This is an optimization exercise on Yosys and OpenROAD, whose aim is small area, a short achievable clock period and few clock cycles, not a production implementation. Where RTL was checked, it was by simulation tests only, not by an equivalence proof against the original. Power is estimated from default activity; no workload was simulated.

==> yarrow <==
## genetic_generation_engine_core
module genetic_generation_engine_core (
  input  wire logic clk,
  input  wire logic rst,
  input  wire logic in_valid,
  output logic      in_ready,
  input  wire logic [11:0] in_data,
  output logic      out_valid,
  input  wire logic out_ready,
  output logic [16:0] out_data,
  input  wire logic cfg_valid,
  output logic      cfg_ready,
  input  wire logic [1:0] cfg_index,
  input  wire logic [31:0] cfg_data
);
clock: 8.0 ns
lec_check: 0
cap_margin: 20
core_margin: 2
core_utilization: 40
setup_slack_margin: 2.5
slew_margin: 20
run.sh (not shown) runs the stock make flow with config.mk's settings and CLKGATE_MAP_FILE= SYNTH_SCRIPT=/design/flow/synth_recipe.tcl, a recipe that flattens the netlist after the stock synthesis.
==> indigo (differences from yarrow) <==
--- a/flow/design.v
+++ b/flow/design.v
@@ -44,6 +44,11 @@
   function automatic logic [3:0] ones8(input logic [7:0] v);
-    logic [3:0] n;
-    n = '0;
-    for (int b = 0; b < 8; b++) n = n + {3'd0, v[b]};
-    ones8 = n;
+    logic [1:0] a, b, c, d;
+    logic [2:0] ab, cd;
+    a = {1'b0, v[0]} + {1'b0, v[1]};
+    b = {1'b0, v[2]} + {1'b0, v[3]};
+    c = {1'b0, v[4]} + {1'b0, v[5]};
+    d = {1'b0, v[6]} + {1'b0, v[7]};
+    ab = {1'b0, a} + {1'b0, b};
+    cd = {1'b0, c} + {1'b0, d};
+    ones8 = {1'b0, ab} + {1'b0, cd};
   endfunction
Settings changed: SETUP_SLACK_MARGIN 2.5 to 3.2, TNS_END_PERCENT set to 5.
==> delta (differences from yarrow) <==
--- a/flow/design.v
+++ b/flow/design.v
@@ -44,6 +44,11 @@
   function automatic logic [3:0] ones8(input logic [7:0] v);
-    logic [3:0] n;
-    n = '0;
-    for (int b = 0; b < 8; b++) n = n + {3'd0, v[b]};
-    ones8 = n;
+    logic [1:0] a, b, c, d;
+    logic [2:0] ab, cd;
+    a = {1'b0, v[0]} + {1'b0, v[1]};
+    b = {1'b0, v[2]} + {1'b0, v[3]};
+    c = {1'b0, v[4]} + {1'b0, v[5]};
+    d = {1'b0, v[6]} + {1'b0, v[7]};
+    ab = {1'b0, a} + {1'b0, b};
+    cd = {1'b0, c} + {1'b0, d};
+    ones8 = {1'b0, ab} + {1'b0, cd};
   endfunction
Settings changed: CORE_UTILIZATION 40 to 60.
==> summary.md <==
| Metric | Value |
|---|---|
| Status | finished clean |
| Power Internal | 5550 uW |
| Area grow syn2layout | 9.66% |
| Drt wl/cell | 24.7 um |
| M3 GR Usage | 6.88% |
| Hold Crit Start | xthr[5]$_SDFFE_PP1P_ |
| Gate Count Post-Synth | 2812 |
| Most common cell in the synthesized netlist | nand2_1 |
Source of the figures above: delta

==> summary.md <==
| Metric | Value |
|---|---|
| Status | finished clean |
| M3 GR Usage | 4.30% |
| Gate Count Post-Synth | 2812 |
| Fraction of area in multi-input gates | 54.3% |
| Die height | 259 um |
| Max-slew violation count | 0 |
| Static Leak | 0.0110 uW |
| Hold Crit Start | xthr[0]$_SDFFE_PP1P_ |
| Area grow syn2layout | 12.6% |
| Power Internal | 5590 uW |
| Most common cell in the synthesized netlist | nand2_1 |
| Reg2reg end | of[1]$_DFFE_PP_ |
| Worst slack, placed | 1.65 ns |
| Drt wl/cell | 23.6 um |
| CTS max path bufs | 3 |
Source of the figures above: indigo

==> summary.md <==
| Metric | Value |
|---|---|
| Met2 GRT Util | 40.0% |
| Drt first-iter violations | 2748 |
| M3 GR Usage | 4.29% |
| Drt wl/cell | 23.6 um |
| Gate Count Post-Synth | 2827 |
| Worst slack, placed | 2.15 ns |
| Status | finished clean |
| Hold Crit Start | xthr[7]$_SDFFE_PP0P_ |
| Hold path depth | 2 |
| Initial antenna violation count | 4 |
| Most common cell in the synthesized netlist | nor2_1 |
| Final Hold Vio Count | 0 |
| Reg2reg end | of[1]$_DFFE_PP_ |
| Power Internal | 5420 uW |
| Area grow syn2layout | 11.4% |
Source of the figures above: yarrow

Testbench counts of yarrow, summed over its fixed seeds: cycles 4,704.
Testbench counts of indigo, summed over its fixed seeds: cycles 4,704.
Testbench counts of delta, summed over its fixed seeds: cycles 4,704.

---

==> inputs of 03-06 <==
genetic_generation_engine_core, a different RTL version from the one above (not shown whole).
==> flow/config.mk <==
export PLATFORM = sky130hd
export DESIGN_NAME = genetic_generation_engine_core
export DESIGN_NICKNAME = genetic_generation_engine_core
export VERILOG_FILES = /design/flow/design.v
export SDC_FILE = /design/flow/constraint.sdc
export NUM_CORES = 4
export LEC_CHECK = 0
export CAP_MARGIN = 20
export CORE_MARGIN = 2
export CORE_UTILIZATION = 40
export SETUP_SLACK_MARGIN = 4.5
export SLEW_MARGIN = 20
==> flow/constraint.sdc <==
create_clock -name core_clock -period 8.0 [get_ports {clk}]
set_input_delay 1.6000 -clock core_clock [delete_from_list [all_inputs] [get_ports {clk}]]
set_output_delay 1.6000 -clock core_clock [all_outputs]
set_load 0.01 [all_outputs]
==> 09-22 (differences from 03-06) <==
--- a/flow/design.v
+++ b/flow/design.v
@@ -17,15 +17,42 @@
     logic [31:0] x;
     x = v;
     for (int k = 0; k < n; k++) x = {x[30:0], 1'b0} ^ (x[31] ? 32'h00400007 : 32'h0);
     lfsr_back = x;
   endfunction
+  function automatic logic lt16(input logic [15:0] a, input logic [15:0] b);
+    logic [15:0] l, g;
+    l = ~a & b;
+    g = a & ~b;
+    for (int w = 1; w < 16; w = w * 2)
+      for (int i = 0; i < 16; i = i + 2 * w) begin
+        l[i] = l[i + w] | (~g[i + w] & l[i]);
+        g[i] = g[i + w] | (~l[i + w] & g[i]);
+      end
+    lt16 = l[0];
+  endfunction
+  function automatic logic lt7(input logic [6:0] a, input logic [6:0] b);
+    logic [7:0] l, g;
+    l = {1'b0, ~a & b};
+    g = {1'b0, a & ~b};
+    for (int w = 1; w < 8; w = w * 2)
+      for (int i = 0; i < 8; i = i + 2 * w) begin
+        l[i] = l[i + w] | (~g[i + w] & l[i]);
+        g[i] = g[i + w] | (~l[i + w] & g[i]);
+      end
+    lt7 = l[0];
+  endfunction
   function automatic logic [3:0] ones8(input logic [7:0] v);
-    logic [3:0] n;
-    n = '0;
-    for (int b = 0; b < 8; b++) n = n + {3'd0, v[b]};
-    ones8 = n;
+    logic [1:0] a, b, c, d;
+    logic [2:0] ab, cd;
+    a = {1'b0, v[0]} + {1'b0, v[1]};
+    b = {1'b0, v[2]} + {1'b0, v[3]};
+    c = {1'b0, v[4]} + {1'b0, v[5]};
+    d = {1'b0, v[6]} + {1'b0, v[7]};
+    ab = {1'b0, a} + {1'b0, b};
+    cd = {1'b0, c} + {1'b0, d};
+    ones8 = {1'b0, ab} + {1'b0, cd};
   endfunction
   function automatic logic [5:0] rstep(input logic [5:0] r, input logic b, input logic [6:0] d);
     logic [7:0] t;
     t = {1'b0, r, b} - {1'b0, d};
     rstep = t[7] ? {r[4:0], b} : t[5:0];
@@ -172,11 +199,11 @@
   wire [6:0] dv0 = s + {3'd0, s_add} - {3'd0, s_sub};
   wire [5:0] r_first = (dv0[6:4] != 3'd0) ? {2'd0, l8[31:28]} :
                        {2'd0, gge_pkg::smallmod(l8[31:28], dv0[3:0])};
   wire [31:0] xd = gge_pkg::lfsr_step(lfsr);
   wire [31:0] xe = gge_pkg::lfsr_step(xd);
-  wire xhit = xd[31:16] < xthr;
+  wire xhit = gge_pkg::lt16(xd[31:16], xthr);
   wire xroll = (ph == PH_MOD) && (cnt >= 4'd1) && (cnt <= 4'd4);
   logic [3:0] yb, yb_nx;
   logic [31:0] yz;
   always_comb begin
     logic [31:0] t;
@@ -203,24 +230,30 @@
     endcase
   end
   wire [5:0] k_tap = gge_pkg::addmod(yb[2] ? kreg[5:0] : kreg[11:6], gge_pkg::cmod(yb[1:0], dv), dv);
   wire [5:0] ktr_nx = yb[3] ? k_tap : 6'd0;
   wire [5:0] r_back = gge_pkg::dbladd(r, ktr, dv);
-  logic [2:0] sel_idx;
+  logic [7:0] below, sel_oh;          
+  logic [7:0] psel;
   always_comb begin
-    sel_idx = 3'd0;
-    for (int j = 0; j < 7; j++) sel_idx = sel_idx + {2'd0, cum[j] <= {1'b0, r}};
-    if (s_zero) sel_idx = yz[2:0];
+    for (int j = 0; j < 7; j++) below[j] = gge_pkg::lt7({1'b0, r}, cum[j]);
+    below[7] = 1'b1;
+    for (int j = 0; j < 8; j++) begin
+      if (s_zero) sel_oh[j] = yz[2:0] == 3'(j);
+      else if (j == 0) sel_oh[j] = below[0];
+      else sel_oh[j] = below[j] && !below[j - 1];
+    end
+    psel = '0;
+    for (int j = 0; j < 8; j++) psel = psel | (pop[j] & {8{sel_oh[j]}});
   end
-  wire [7:0] psel = pop[sel_idx];
   logic [7:0] flip;
   always_comb begin
     logic [31:0] m;
     m = lfsr;
     for (int j = 0; j < 8; j++) begin
       m = gge_pkg::lfsr_step(m);
-      flip[j] = m[31:16] < mthr;
+      flip[j] = gge_pkg::lt16(m[31:16], mthr);
     end
   end
   wire [1:0] q = c3[2:1];
   wire [7:0] xa = nx[{q, 1'b0}];
   wire [7:0] xb = nx[{q, 1'b1}];
@@ -287,15 +320,22 @@
         end
       endcase
     end
   end
   wire do_cum = (ph == PH_MOD) || take_run;
-  wire do_mod = (ph == PH_MOD) || take_run;
   always_ff @(posedge clk) begin
+    fq <= fcur;
+    acc <= acc_nx;
+    r <= (ph == PH_SEL) ? r_back : (z0 ? r_first : r_mod);
+    chk <= chk_nx;
+    d3 <= {1'b0, dv0} + {dv0, 1'b0};
+    kreg <= gge_pkg::ktab(s);
+    yb <= yb_nx;
+    ktr <= ktr_nx;
+    ld_new <= gge_pkg::ones8(in_data[7:0]);
+    ld_old <= gge_pkg::ones8(pop[in_data[10:8]]);
     if (do_cum) begin
-      fq <= fcur;
-      acc <= acc_nx;
       case (cnt)
         4'd1: cum[0] <= {3'd0, acc_nx[3:0]};
         4'd2: cum[1] <= {2'd0, acc_nx[4:0]};
         4'd3: cum[2] <= {2'd0, acc_nx[4:0]};
         4'd4: cum[3] <= {1'd0, acc_nx[5:0]};
@@ -303,34 +343,19 @@
         4'd6: cum[5] <= {1'd0, acc_nx[5:0]};
         4'd7: cum[6] <= {1'd0, acc_nx[5:0]};
         default: ;
       endcase
     end
-    if (do_mod) begin
-      r <= z0 ? r_first : r_mod;
-      chk <= chk_nx;
-      d3 <= {1'b0, dv0} + {dv0, 1'b0};
-    end
-    if (ph == PH_MOD) kreg <= gge_pkg::ktab(s);
     if (mod0) begin
       nx[0] <= l8[31:24]; nx[2] <= l8[23:16]; nx[1] <= l8[15:8]; nx[3] <= l8[7:0];
     end
     if (xroll) begin
       xh[2'(cnt - 4'd1)] <= xhit;
       xl[2'(cnt - 4'd1)] <= xe[2:0];
     end
-    if ((ph == PH_MOD && cnt >= 4'd6) || ph == PH_SEL) yb <= yb_nx;
-    if ((ph == PH_MOD && cnt == MOD_LAST) || ph == PH_SEL) ktr <= ktr_nx;
-    if (ph == PH_SEL) begin
-      nx[3'd7 - c3] <= psel;
-      r <= r_back;
-    end
+    if (ph == PH_SEL) nx[3'd7 - c3] <= psel;
     if (flip_go) flr <= flip;
-    if (take_load) begin
-      ld_new <= gge_pkg::ones8(in_data[7:0]);
-      ld_old <= gge_pkg::ones8(pop[in_data[10:8]]);
-    end
     if (mut_go) begin
       ob <= mfin; of <= mfit; oslot <= c3;
     end
   end
 endmodule
- SETUP_SLACK_MARGIN: 4.5 -> 3.2
==> 05-13 (differences from 03-06) <==
--- a/flow/design.v
+++ b/flow/design.v
@@ -28,25 +28,10 @@
   function automatic logic [5:0] rstep(input logic [5:0] r, input logic b, input logic [6:0] d);
     logic [7:0] t;
     t = {1'b0, r, b} - {1'b0, d};
     rstep = t[7] ? {r[4:0], b} : t[5:0];
   endfunction
-  function automatic logic [5:0] qstep(input logic [5:0] r, input logic [1:0] b,
-                                       input logic [6:0] d, input logic [7:0] d3);
-    logic [8:0] t1, t2, t3;
-    t1 = {1'b0, r, b} - {2'b0, d};
-    t2 = {1'b0, r, b} - {1'b0, d, 1'b0};
-    t3 = {1'b0, r, b} - {1'b0, d3};
-    qstep = !t3[8] ? t3[5:0] : (!t2[8] ? t2[5:0] : (!t1[8] ? t1[5:0] : {r[3:0], b}));
-  endfunction
-  localparam logic [255:0] SmallMod0 = 256'h2aaaaaaa4aaaaaaa52aaaaaa54aaaaaa952aaaaa294aaaaa2492aaaa0000aaaa;
-  localparam logic [255:0] SmallMod1 = 256'h4ccc0ccc8ccccccc64cc30cc98cccccc264cc30c318ccccc492400000000cccc;
-  localparam logic [255:0] SmallMod2 = 256'h70f030f010f000f080f0c0f0e0f0f0f038700c3042100000000000000000f0f0;
-  localparam logic [255:0] SmallMod3 = 256'h7f003f001f000f0007000300010000000000000000000000000000000000ff00;
-  function automatic logic [3:0] smallmod(input logic [3:0] v, input logic [3:0] d);
-    smallmod = {SmallMod3[{d, v}], SmallMod2[{d, v}], SmallMod1[{d, v}], SmallMod0[{d, v}]};
-  endfunction
   function automatic logic [5:0] addmod(input logic [5:0] a, input logic [5:0] b,
                                         input logic [6:0] d);
     logic [6:0] u;
     logic [7:0] t;
     u = {1'b0, a} + {1'b0, b};
@@ -116,27 +101,27 @@
   input  wire logic cfg_valid,
   output logic      cfg_ready,
   input  wire logic [1:0] cfg_index,
   input  wire logic [31:0] cfg_data
 );
-  localparam logic [3:0] MOD_LAST = 4'd7;
-  localparam logic [1:0] PH_IDLE = 2'd0, PH_MOD = 2'd2, PH_SEL = 2'd3;
+  localparam logic [3:0] MOD_LAST = 4'd10;
+  localparam logic [1:0] PH_IDLE = 2'd0, PH_SUM = 2'd1, PH_MOD = 2'd2, PH_SEL = 2'd3;
   logic [1:0] ph;
   logic mut;                          
   logic [3:0] cnt;
   wire [2:0] c3 = cnt[2:0];
   logic z0;                           
+  logic dirty;                        
   logic [7:0] pop [8];
   logic [7:0] nx [8];                 
   logic [31:0] lfsr;
   logic [15:0] xthr, mthr;
   logic [6:0] s;                      
   logic [6:0] acc;
   logic [6:0] cum [7];                
   logic [5:0] r;                      
-  logic [3:0] chk;                    
-  logic [7:0] d3;                     
+  logic [2:0] chk;                    
   logic [5:0] ktr;                    
   logic [7:0] flr;                    
   logic [3:0] xh;                     
   logic [2:0] xl [4];                 
   logic [7:0] ob;
@@ -151,48 +136,53 @@
   wire take_run = take && in_data[11];
   wire take_load = take && !in_data[11];
   wire s_zero = (s == 7'd0);
   wire [6:0] dv = s;
   logic s_pend;                       
-  logic ld_pend;                      
-  logic [3:0] ld_new, ld_old;
   logic [11:0] kreg;                  
-  logic [3:0] fq;
-  wire [3:0] fcur = gge_pkg::ones8(pop[c3]);
-  wire [6:0] acc_in = (cnt == 4'd1) ? 7'd0 : acc;
-  wire [6:0] acc_nx = acc_in + {3'd0, fq};
-  wire mod0 = take_run;
+  wire [7:0] pcur = pop[c3];
+  wire [3:0] fcur = gge_pkg::ones8(pcur);
+  wire [6:0] acc_in = (c3 == 3'd0) ? 7'd0 : acc;
+  wire [6:0] acc_nx = acc_in + {3'd0, fcur};
+  wire mod0 = (take_run && !dirty) || (ph == PH_MOD && z0);
   wire [31:0] l8 = gge_pkg::lfsr_jump(lfsr, 8);
   wire [31:0] h = {nx[0], nx[2], nx[1], nx[3]};      
-  wire [31:0] hsrc = z0 ? l8 : h;
+  wire [32:0] hsrc = {1'b0, z0 ? l8 : h};
   wire [3:0] cnt1 = cnt + 4'd1;
-  wire [3:0] chk_nx = hsrc[31 - 4 * c3 - 4 -: 4];
-  wire [5:0] r_mod = gge_pkg::qstep(gge_pkg::qstep(r, chk[3:2], dv, d3), chk[1:0], dv, d3);
-  wire [3:0] s_add = s_pend ? of : (ld_pend ? ld_new : 4'd0);
-  wire [3:0] s_sub = ld_pend ? ld_old : 4'd0;
-  wire [6:0] dv0 = s + {3'd0, s_add} - {3'd0, s_sub};
-  wire [5:0] r_first = (dv0[6:4] != 3'd0) ? {2'd0, l8[31:28]} :
-                       {2'd0, gge_pkg::smallmod(l8[31:28], dv0[3:0])};
+  wire [2:0] chk_nx = hsrc[32 - 3 * cnt1 -: 3];
+  logic [5:0] r_mod;
+  always_comb begin
+    r_mod = r;
+    for (int k = 2; k >= 0; k--) r_mod = gge_pkg::rstep(r_mod, chk[k], dv);
+  end
+  wire [6:0] dv0 = s_pend ? s + {3'd0, of} : s;
+  logic [5:0] r_first;
+  always_comb begin
+    case (dv0)
+      7'd1: r_first = 6'd0;
+      7'd2: r_first = {5'd0, l8[30]};
+      7'd3: r_first = (l8[31:30] == 2'd3) ? 6'd0 : {4'd0, l8[31:30]};
+      default: r_first = {4'd0, l8[31:30]};
+    endcase
+  end
   wire [31:0] xd = gge_pkg::lfsr_step(lfsr);
   wire [31:0] xe = gge_pkg::lfsr_step(xd);
   wire xhit = xd[31:16] < xthr;
   wire xroll = (ph == PH_MOD) && (cnt >= 4'd1) && (cnt <= 4'd4);
-  logic [3:0] yb, yb_nx;
-  logic [31:0] yz;
+  logic [31:0] y, yz;
   always_comb begin
-    logic [31:0] t;
-    t = gge_pkg::lfsr_back(h, 6);
-    if (ph == PH_MOD) t = (cnt == 4'd6) ? h : gge_pkg::lfsr_back(h, 1);
-    else
+    y = h;
+    if (ph == PH_SEL) begin
       case (c3)
-        3'd0: t = gge_pkg::lfsr_back(h, 2);
-        3'd1: t = gge_pkg::lfsr_back(h, 3);
-        3'd2: t = gge_pkg::lfsr_back(h, 4);
-        3'd3: t = gge_pkg::lfsr_back(h, 5);
-        default: t = gge_pkg::lfsr_back(h, 6);
+        3'd0: y = gge_pkg::lfsr_back(h, 1);
+        3'd1: y = gge_pkg::lfsr_back(h, 2);
+        3'd2: y = gge_pkg::lfsr_back(h, 3);
+        3'd3: y = gge_pkg::lfsr_back(h, 4);
+        3'd4: y = gge_pkg::lfsr_back(h, 5);
+        default: y = gge_pkg::lfsr_back(h, 6);
       endcase
-    yb_nx = {t[31], t[21], t[1], t[0]};
+    end
     case (c3)
       3'd0: yz = h;
       3'd1: yz = gge_pkg::lfsr_back(h, 1);
       3'd2: yz = gge_pkg::lfsr_back(h, 2);
       3'd3: yz = gge_pkg::lfsr_back(h, 3);
@@ -200,12 +190,12 @@
       3'd5: yz = gge_pkg::lfsr_back(h, 5);
       3'd6: yz = gge_pkg::lfsr_back(h, 6);
       default: yz = gge_pkg::lfsr_back(h, 7);
     endcase
   end
-  wire [5:0] k_tap = gge_pkg::addmod(yb[2] ? kreg[5:0] : kreg[11:6], gge_pkg::cmod(yb[1:0], dv), dv);
-  wire [5:0] ktr_nx = yb[3] ? k_tap : 6'd0;
+  wire [5:0] k_tap = gge_pkg::addmod(y[21] ? kreg[5:0] : kreg[11:6], gge_pkg::cmod(y[1:0], dv), dv);
+  wire [5:0] ktr_nx = y[31] ? k_tap : 6'd0;
   wire [5:0] r_back = gge_pkg::dbladd(r, ktr, dv);
   logic [2:0] sel_idx;
   always_comb begin
     sel_idx = 3'd0;
     for (int j = 0; j < 7; j++) sel_idx = sel_idx + {2'd0, cum[j] <= {1'b0, r}};
@@ -231,12 +221,12 @@
   wire mut_go = mut && (!ov || out_ready);
   wire sel_last = (ph == PH_SEL) && (c3 == 3'd7);
   wire flip_go = sel_last || (mut_go && c3 != 3'd7);
   always_ff @(posedge clk) begin
     if (rst) begin
-      ph <= PH_IDLE; mut <= 1'b0; cnt <= '0; z0 <= 1'b1; s <= '0; ov <= 1'b0;
-      s_pend <= 1'b0; ld_pend <= 1'b0;
+      ph <= PH_IDLE; mut <= 1'b0; cnt <= '0; z0 <= 1'b1; dirty <= 1'b0; s <= '0; ov <= 1'b0;
+      s_pend <= 1'b0;
       lfsr <= gge_pkg::SeedReset; xthr <= gge_pkg::XoverReset; mthr <= gge_pkg::MutReset;
       for (int i = 0; i < 8; i++) pop[i] <= '0;
     end else begin
       if (cfg_valid) begin
         case (cfg_index)
@@ -246,23 +236,22 @@
           default: ;
         endcase
       end
       if (ov && out_ready) ov <= 1'b0;
       s_pend <= 1'b0;
-      ld_pend <= 1'b0;
-      if (s_pend || ld_pend) s <= dv0;
+      if (s_pend) s <= s + {3'd0, of};
       if (mod0) lfsr <= l8;
       if (xroll) lfsr <= xhit ? xe : xd;
       if (flip_go) lfsr <= gge_pkg::lfsr_jump(lfsr, 8);
       case (ph)
         PH_IDLE: begin
           if (take_load) begin
             pop[in_data[10:8]] <= in_data[7:0];
-            ld_pend <= 1'b1;
+            dirty <= 1'b1;
           end
           if (take_run) begin
-            ph <= PH_MOD;
+            ph <= dirty ? PH_SUM : PH_MOD;
             cnt <= 4'd1; z0 <= 1'b0;
           end
           if (mut_go) begin
             pop[c3] <= mfin;
             ov <= 1'b1;
@@ -271,10 +260,16 @@
             cnt <= (c3 == 3'd7) ? 4'd0 : cnt1;
             z0 <= (c3 == 3'd7);
             if (c3 == 3'd7) mut <= 1'b0;
           end
         end
+        PH_SUM: begin
+          cnt <= cnt1;
+          if (cnt == 4'd7) begin
+            s <= acc_nx; dirty <= 1'b0; ph <= PH_MOD; cnt <= 4'd0; z0 <= 1'b1;
+          end
+        end
         PH_MOD: begin
           cnt <= cnt1; z0 <= 1'b0;
           if (cnt == MOD_LAST) begin
             ph <= PH_SEL; cnt <= 4'd0; z0 <= 1'b1;
           end
@@ -286,51 +281,35 @@
           end
         end
       endcase
     end
   end
-  wire do_cum = (ph == PH_MOD) || take_run;
-  wire do_mod = (ph == PH_MOD) || take_run;
+  wire do_cum = (ph == PH_SUM) || (ph == PH_MOD && cnt[3] == 1'b0) || take_run;
+  wire do_mod = (ph == PH_MOD) || (take_run && !dirty);
   always_ff @(posedge clk) begin
     if (do_cum) begin
-      fq <= fcur;
       acc <= acc_nx;
-      case (cnt)
-        4'd1: cum[0] <= {3'd0, acc_nx[3:0]};
-        4'd2: cum[1] <= {2'd0, acc_nx[4:0]};
-        4'd3: cum[2] <= {2'd0, acc_nx[4:0]};
-        4'd4: cum[3] <= {1'd0, acc_nx[5:0]};
-        4'd5: cum[4] <= {1'd0, acc_nx[5:0]};
-        4'd6: cum[5] <= {1'd0, acc_nx[5:0]};
-        4'd7: cum[6] <= {1'd0, acc_nx[5:0]};
-        default: ;
-      endcase
+      if (c3 != 3'd7) cum[c3] <= acc_nx;
     end
     if (do_mod) begin
       r <= z0 ? r_first : r_mod;
       chk <= chk_nx;
-      d3 <= {1'b0, dv0} + {dv0, 1'b0};
     end
     if (ph == PH_MOD) kreg <= gge_pkg::ktab(s);
     if (mod0) begin
       nx[0] <= l8[31:24]; nx[2] <= l8[23:16]; nx[1] <= l8[15:8]; nx[3] <= l8[7:0];
     end
     if (xroll) begin
       xh[2'(cnt - 4'd1)] <= xhit;
       xl[2'(cnt - 4'd1)] <= xe[2:0];
     end
-    if ((ph == PH_MOD && cnt >= 4'd6) || ph == PH_SEL) yb <= yb_nx;
     if ((ph == PH_MOD && cnt == MOD_LAST) || ph == PH_SEL) ktr <= ktr_nx;
     if (ph == PH_SEL) begin
       nx[3'd7 - c3] <= psel;
       r <= r_back;
     end
     if (flip_go) flr <= flip;
-    if (take_load) begin
-      ld_new <= gge_pkg::ones8(in_data[7:0]);
-      ld_old <= gge_pkg::ones8(pop[in_data[10:8]]);
-    end
     if (mut_go) begin
       ob <= mfin; of <= mfit; oslot <= c3;
     end
   end
 endmodule
- SETUP_SLACK_MARGIN: 4.5 -> default
==> qor summary <==
Outcome: 09-22 timing/DRC/antenna clean; 03-06 timing/DRC/antenna clean; 05-13 timing/DRC/antenna clean
Final cell count without fillers: 09-22 3716; 03-06 3986; 05-13 3549
Launch point of the worst reg-to-reg path: 09-22 -; 03-06 r[1]; 05-13 s[5]
WP data arrival: 09-22 5250 ps; 03-06 5450 ps; 05-13 7480 ps
Count leader, synth: 09-22 sky130_fd_sc_hd__nand2_1; 03-06 sky130_fd_sc_hd__ha_1; 05-13 sky130_fd_sc_hd__ha_1
Combinational share of power: 09-22 0.555; 03-06 0.670; 05-13 0.650
Number of filler instances in the final layout: 09-22 6140; 03-06 6200; 05-13 5999
Routing usage on met3: 09-22 0.03482; 03-06 0.04073; 05-13 0.03435
Headroom to the max-slew limit: 09-22 0.2606; 03-06 0.2666; 05-13 0.2623
Number of flip-flops and latches: 09-22 348; 03-06 348; 05-13 335
Syn_area_per_cell: 09-22 9.237 sq um; 03-06 9.903 sq um; 05-13 9.778 sq um
Most common library cell in the layout ignoring fill and taps: 09-22 sky130_fd_sc_hd__nand2_1; 03-06 sky130_fd_sc_hd__ha_1; 05-13 sky130_fd_sc_hd__ha_1
Area of all placed cells without fillers: 09-22 29600 sq um; 03-06 34620 sq um; 05-13 28790 sq um
Global-route wire length before repair: 09-22 133300 um; 03-06 141200 um; 05-13 127500 um
Worst R2R Setup Slack: 09-22 3110 ps; 03-06 2840 ps; 05-13 850 ps
Clock network power consumption: 09-22 2.05 mW; 03-06 1.84 mW; 05-13 1.92 mW
Depth of the most critical reg-to-reg path: 09-22 17; 03-06 21; 05-13 23
FP Rows: 09-22 93; 03-06 96; 05-13 93
DIE HEIGHT: 09-22 258.8 um; 03-06 267.7 um; 05-13 257.8 um
Starting utilization of the core area: 09-22 0.4036; 03-06 0.4049; 05-13 0.4019
Testbench counts of 03-06, summed over its fixed seeds: cycles 4,704.
Testbench counts of 09-22, summed over its fixed seeds: cycles 4,704.
No functional check of the RTL was part of 05-13.

-- afterwards: timing with drivers on the ports --
No port has a modelled driver above. Below, the same layouts with a new extraction and two added sets of constraints.
Step 1 sets driving cells, clkbuf_16 on the clock port and buf_2 on the other inputs (assumed; they add their load-dependent delay and slew).
Step 2, shift: input delay + t, output delay - t, t = (earliest + latest rising clock arrival at the registers) / 2. This alone moves slack from input paths to output paths.
Three values: ideal ports, drivers, drivers and shift; two values: the first two.
run	t, ns	setup slack, ns	worst register clock-pin slew, ns	pins driven straight from the clock port
yarrow	0.653	2.795 / 2.795 / 2.427	0.07 / 0.07	1
indigo	0.637	3.108 / 3.116 / 2.509	0.07 / 0.07	1
delta	0.625	2.621 / 2.661 / 2.036	0.06 / 0.06	1
03-06	0.645	2.845 / 2.845 / 2.845	0.07 / 0.07	1
09-22	0.653	3.109 / 3.109 / 2.752	0.06 / 0.06	1
05-13	0.636	0.847 / 0.847 / 0.847	0.07 / 0.07	1
After both steps every run listed still meets setup and hold. The setup slack of indigo, which loses most, moves by +0.008 ns with the drivers and by -0.599 ns with both steps.
